This design comes from an exercise in tuning for small area, a short achievable clock period and few clock cycles on the open sky130 flow, not from production work. At most, simulation tests tie the RTL to the original design; equivalence was not proved. No activity file was given, so power comes from the tool's default toggle rates.

## run 3
==> module alu, before the edit <==
module alu (
    input  logic                   arith,     
    input  logic                   invr,      
    input  logic                   sel_sum,   
    input  logic                   sel_and,
    input  logic                   sel_or,
    input  logic                   sel_y,     
    input  logic [8-1:0] x,         
    input  logic [8-1:0] y,
    input  logic                   cin,
    output logic [8-1:0] result,
    output logic                   cout,
    output logic                   zero
);
    localparam int W = 8;
    logic [W:0]   c0, c1, c;
    logic [W-1:0] yr, s, g, t, k, zb;
    always_comb begin
        yr = y ^ {W{invr}};
        g  = x & y;
        t  = x | y;
        c0[0] = 1'b0;
        c1[0] = 1'b1;
        for (int i = 0; i < W; i++) begin
            c0[i+1] = g[i] | (t[i] & c0[i]);
            c1[i+1] = g[i] | (t[i] & c1[i]);
        end
        c = cin ? c1 : c0;
        for (int i = 0; i < W; i++)
            s[i] = x[i] ^ (yr[i] ^ (c[i] & arith));
    end
    assign cout = c[W];
    assign result = ({W{sel_sum}} & s)
                  | ({W{sel_and}} & g)
                  | ({W{sel_or}}  & t)
                  | ({W{sel_y}}   & y);
    always_comb begin
        k = {(invr ? g[W-2:0] : t[W-2:0]), cin} & {W{arith}};
        for (int i = 0; i < W; i++)
            zb[i] = x[i] ^ (yr[i] ^ k[i]);
    end
    assign zero = (sel_sum & (zb == '0))
                | (sel_and & (g == '0))
                | (sel_or  & (t == '0))
                | (sel_y   & (y == '0));
endmodule
==> module avr_core, before the edit <==
module avr_core (
    input  logic                    clk,
    input  logic                    reset,
    output logic [10-1:0]    program_counter,
    input  logic [16-1:0] instruction,
    output logic [16-1:0]  bus_addr,
    output logic [8-1:0]  bus_wdata,
    input  logic [8-1:0]  bus_rdata,
    output logic                    mem_we,
    output logic                    mem_oe
);
    localparam logic [3:0] C_NOP = 4'd0, C_ADD = 4'd1, C_ADC = 4'd2, C_SUB = 4'd3,
                           C_AND = 4'd4, C_EOR = 4'd5, C_OR  = 4'd6, C_MOV = 4'd7,
                           C_LDI = 4'd8, C_NEG = 4'd9, C_LD  = 4'd10, C_ST = 4'd11;
    logic [3:0]  f_cls;
    logic [3:0]  r_cls;
    logic [11:0] r_raw;
    instr_decoder i_dec (
        .instruction (instruction),
        .cls         (f_cls)
    );
    always_ff @(posedge clk or posedge reset) begin
        if (reset) begin
            program_counter <= '0;
            r_cls           <= C_NOP;
        end else begin
            program_counter <= program_counter + 1'b1;
            r_cls           <= f_cls;
        end
    end
    always_ff @(posedge clk)
        r_raw <= instruction[11:0];
    logic [4:0] a_addr, b_addr;
    logic [7:0] a_data, b_data, zl, zh;
    logic [7:0] a_val, b_val;
    logic [7:0] e_result;
    logic       e_wr, e_ld, e_cupd;
    logic [4:0] e_rd;
    logic [7:0] e_x, e_y;
    logic       e_arith, e_invr, e_sel_sum, e_sel_and, e_sel_or, e_sel_y;
    logic       e_cin1, e_cinc;
    logic       carry;
    assign a_addr = r_raw[8:4];
    assign b_addr = {r_raw[9], r_raw[3:0]};
    register_file i_regs (
        .clk     (clk),
        .clear   (reset),
        .a_addr  (a_addr),
        .b_addr  (b_addr),
        .a_data  (a_data),
        .b_data  (b_data),
        .zl_data (zl),
        .zh_data (zh),
        .wr_en   (e_wr),
        .wr_addr (e_rd),
        .wr_data (e_result)
    );
    assign a_val = (e_wr && e_rd == a_addr) ? e_result : a_data;
    assign b_val = (e_wr && e_rd == b_addr) ? e_result : b_data;
    logic       r_sum_ops;
    assign r_sum_ops = (r_cls == C_ADD) || (r_cls == C_ADC) || (r_cls == C_SUB) || (r_cls == C_NEG);
    always_ff @(posedge clk or posedge reset) begin
        if (reset) begin
            e_wr   <= 1'b0;
            e_ld   <= 1'b0;
            e_cupd <= 1'b0;
        end else begin
            e_wr   <= (r_cls != C_NOP) && (r_cls != C_ST);
            e_ld   <= (r_cls == C_LD);
            e_cupd <= r_sum_ops;
        end
    end
    always_ff @(posedge clk) begin
        e_rd   <= (r_cls == C_LDI) ? {1'b1, r_raw[7:4]} : r_raw[8:4];
        e_x    <= a_val ^ {8{(r_cls == C_SUB) || (r_cls == C_NEG)}};
        case (r_cls)
            C_LDI:   e_y <= {r_raw[11:8], r_raw[3:0]};
            C_NEG:   e_y <= 8'h00;
            default: e_y <= b_val;
        endcase
        e_arith   <= r_sum_ops;
        e_invr    <= (r_cls == C_SUB);
        e_sel_sum <= r_sum_ops || (r_cls == C_EOR);
        e_sel_and <= (r_cls == C_AND);
        e_sel_or  <= (r_cls == C_OR);
        e_sel_y   <= (r_cls == C_MOV) || (r_cls == C_LDI);
        e_cin1    <= (r_cls == C_NEG);
        e_cinc    <= (r_cls == C_ADC);
    end
    logic [7:0] alu_result;
    logic       alu_cout, alu_zero, e_zero;
    logic       zh_zero, zl_ok, zh_zero_n, zl_ok_n, zwin_n;
    logic       oe_q, we_q;
    alu i_alu (
        .arith   (e_arith),
        .invr    (e_invr),
        .sel_sum (e_sel_sum),
        .sel_and (e_sel_and),
        .sel_or  (e_sel_or),
        .sel_y   (e_sel_y),
        .x       (e_x),
        .y       (e_y),
        .cin     (e_cin1 | (e_cinc & carry)),
        .result  (alu_result),
        .cout    (alu_cout),
        .zero    (alu_zero)
    );
    assign zh_zero_n = (e_wr && e_rd == 31) ? e_zero : zh_zero;
    assign zl_ok_n   = (e_wr && e_rd == 30) ? (e_result[7] ^ e_result[6]) : zl_ok;
    assign zwin_n    = zh_zero_n & zl_ok_n;
    always_ff @(posedge clk or posedge reset) begin
        if (reset) begin
            zh_zero <= 1'b1;
            zl_ok   <= 1'b0;
            oe_q    <= 1'b0;
            we_q    <= 1'b0;
        end else begin
            zh_zero <= zh_zero_n;
            zl_ok   <= zl_ok_n;
            oe_q    <= (r_cls == C_LD) && zwin_n;
            we_q    <= (r_cls == C_ST) && zwin_n;
        end
    end
    assign e_result = e_ld ? (bus_rdata & {8{oe_q}}) : alu_result;
    assign e_zero   = e_ld ? ((bus_rdata & {8{oe_q}}) == 8'h00) : alu_zero;
    always_ff @(posedge clk or posedge reset) begin
        if (reset)
            carry <= 1'b0;
        else if (e_cupd)
            carry <= alu_cout ^ e_cin1;
    end
    assign bus_addr  = {zh, zl};
    assign bus_wdata = e_x;
    assign mem_we    = we_q;
    assign mem_oe    = oe_q;
endmodule
Settings: LEC_CHECK=0, CAP_MARGIN=20, CORE_MARGIN=2, CORE_UTILIZATION=40, CTS_BUF_LIST=sky130_fd_sc_hd__clkbuf_4 sky130_fd_sc_hd__clkbuf_8, SETUP_SLACK_MARGIN=2.5, SLEW_MARGIN=20; clock period 5.0 ns.
run.sh (not shown) runs the stock make flow with config.mk's settings and CLKGATE_MAP_FILE= SYNTH_SCRIPT=/design/flow/synth_recipe.tcl, a recipe that flattens the netlist after the stock synthesis.
The following lists how run 4 was set up differently from run 3:
--- a/flow/design.v
+++ b/flow/design.v
@@ -47,28 +47,30 @@
     assign b_data  = regs[b_addr];
     assign zl_data = regs[30];
     assign zh_data = regs[31];
 endmodule
 module alu (
     input  logic                   arith,     
+    input  logic                   invx,      
     input  logic                   invr,      
     input  logic                   sel_sum,   
     input  logic                   sel_and,
     input  logic                   sel_or,
     input  logic                   sel_y,     
-    input  logic [8-1:0] x,         
+    input  logic [8-1:0] x_in,
     input  logic [8-1:0] y,
     input  logic                   cin,
     output logic [8-1:0] result,
     output logic                   cout,
     output logic                   zero
 );
     localparam int W = 8;
     logic [W:0]   c0, c1, c;
-    logic [W-1:0] yr, s, g, t, k, zb;
+    logic [W-1:0] x, yr, s, g, t, k, zb;
     always_comb begin
+        x  = x_in ^ {W{invx}};
         yr = y ^ {W{invr}};
         g  = x & y;
         t  = x | y;
         c0[0] = 1'b0;
         c1[0] = 1'b1;
         for (int i = 0; i < W; i++) begin
@@ -130,13 +132,13 @@
     logic [7:0] a_data, b_data, zl, zh;
     logic [7:0] a_val, b_val;
     logic [7:0] e_result;
     logic       e_wr, e_ld, e_cupd;
     logic [4:0] e_rd;
     logic [7:0] e_x, e_y;
-    logic       e_arith, e_invr, e_sel_sum, e_sel_and, e_sel_or, e_sel_y;
+    logic       e_arith, e_invx, e_invr, e_sel_sum, e_sel_and, e_sel_or, e_sel_y;
     logic       e_cin1, e_cinc;
     logic       carry;
     assign a_addr = r_raw[8:4];
     assign b_addr = {r_raw[9], r_raw[3:0]};
     register_file i_regs (
         .clk     (clk),
@@ -165,19 +167,20 @@
             e_ld   <= (r_cls == C_LD);
             e_cupd <= r_sum_ops;
         end
     end
     always_ff @(posedge clk) begin
         e_rd   <= (r_cls == C_LDI) ? {1'b1, r_raw[7:4]} : r_raw[8:4];
-        e_x    <= a_val ^ {8{(r_cls == C_SUB) || (r_cls == C_NEG)}};
+        e_x    <= a_val;
         case (r_cls)
             C_LDI:   e_y <= {r_raw[11:8], r_raw[3:0]};
             C_NEG:   e_y <= 8'h00;
             default: e_y <= b_val;
         endcase
         e_arith   <= r_sum_ops;
+        e_invx    <= (r_cls == C_SUB) || (r_cls == C_NEG);
         e_invr    <= (r_cls == C_SUB);
         e_sel_sum <= r_sum_ops || (r_cls == C_EOR);
         e_sel_and <= (r_cls == C_AND);
         e_sel_or  <= (r_cls == C_OR);
         e_sel_y   <= (r_cls == C_MOV) || (r_cls == C_LDI);
         e_cin1    <= (r_cls == C_NEG);
@@ -186,18 +189,19 @@
     logic [7:0] alu_result;
     logic       alu_cout, alu_zero, e_zero;
     logic       zh_zero, zl_ok, zh_zero_n, zl_ok_n, zwin_n;
     logic       oe_q, we_q;
     alu i_alu (
         .arith   (e_arith),
+        .invx    (e_invx),
         .invr    (e_invr),
         .sel_sum (e_sel_sum),
         .sel_and (e_sel_and),
         .sel_or  (e_sel_or),
         .sel_y   (e_sel_y),
-        .x       (e_x),
+        .x_in    (e_x),
         .y       (e_y),
         .cin     (e_cin1 | (e_cinc & carry)),
         .result  (alu_result),
         .cout    (alu_cout),
         .zero    (alu_zero)
     );
Findings:
- Run 4: all stages complete, timing, DRC and antenna checks passed
- ~same wire length after detailed routing in run 4 and run 3
- Taking run 3 as the reference, in run 4 flip-flop and latch count +1, number of distinct library cells after synthesis +about 12%, clock distribution area overhead in the final layout +0.34 points, number of instances resized during post-cts repair -about 2.2%.
- Going from run 3 to run 4, power consumption barely changed, cell depth of the worst setup path dropped 3, count of vias placed by the detailed router climbed 1.0%, number of detailed-routing iterations run before antenna repair dropped 1.
- Taking run 3 as the reference, in run 4 post-synthesis mux area share barely changed, worst setup slack dropped 0.052 ns, sequential share of layout area dropped 0.28 points.
- For the share of the clock period used by the worst path, run 4 came in 1.0 points higher than run 3 did.
Testbench counts of run 4, summed over its fixed seeds: cycles 14,816.
The RTL of run 3 was laid out without a check of its function.

## re-timing with driven ports
In the flow no input, the clock included, has a driving cell. The finished layouts below were timed again as built, in two steps. Step 1 sets driving cells, clkbuf_16 on the clock port and buf_2 on the other inputs (assumed; they add their load-dependent delay and slew). Step 2, shift: input delay + t, output delay - t, t = (earliest + latest rising clock arrival at the registers) / 2. This alone moves slack from input paths to output paths. a / b / c = ideal ports / drivers / drivers and shift; a / b = the first two.
run	shift t [ns]	setup slack, ns	worst setup path after step 2	clock arrival spread, ns
run 3	0.631	2.417 / 2.417 / 1.897	input to register	0.025 / 0.026
run 4	0.655	2.365 / 2.365 / 1.914	input to register	0.038 / 0.037
After both steps every run listed still meets setup and hold. The setup slack of run 3, which loses most, moves by 0.000 ns with the drivers and by -0.520 ns with both steps.
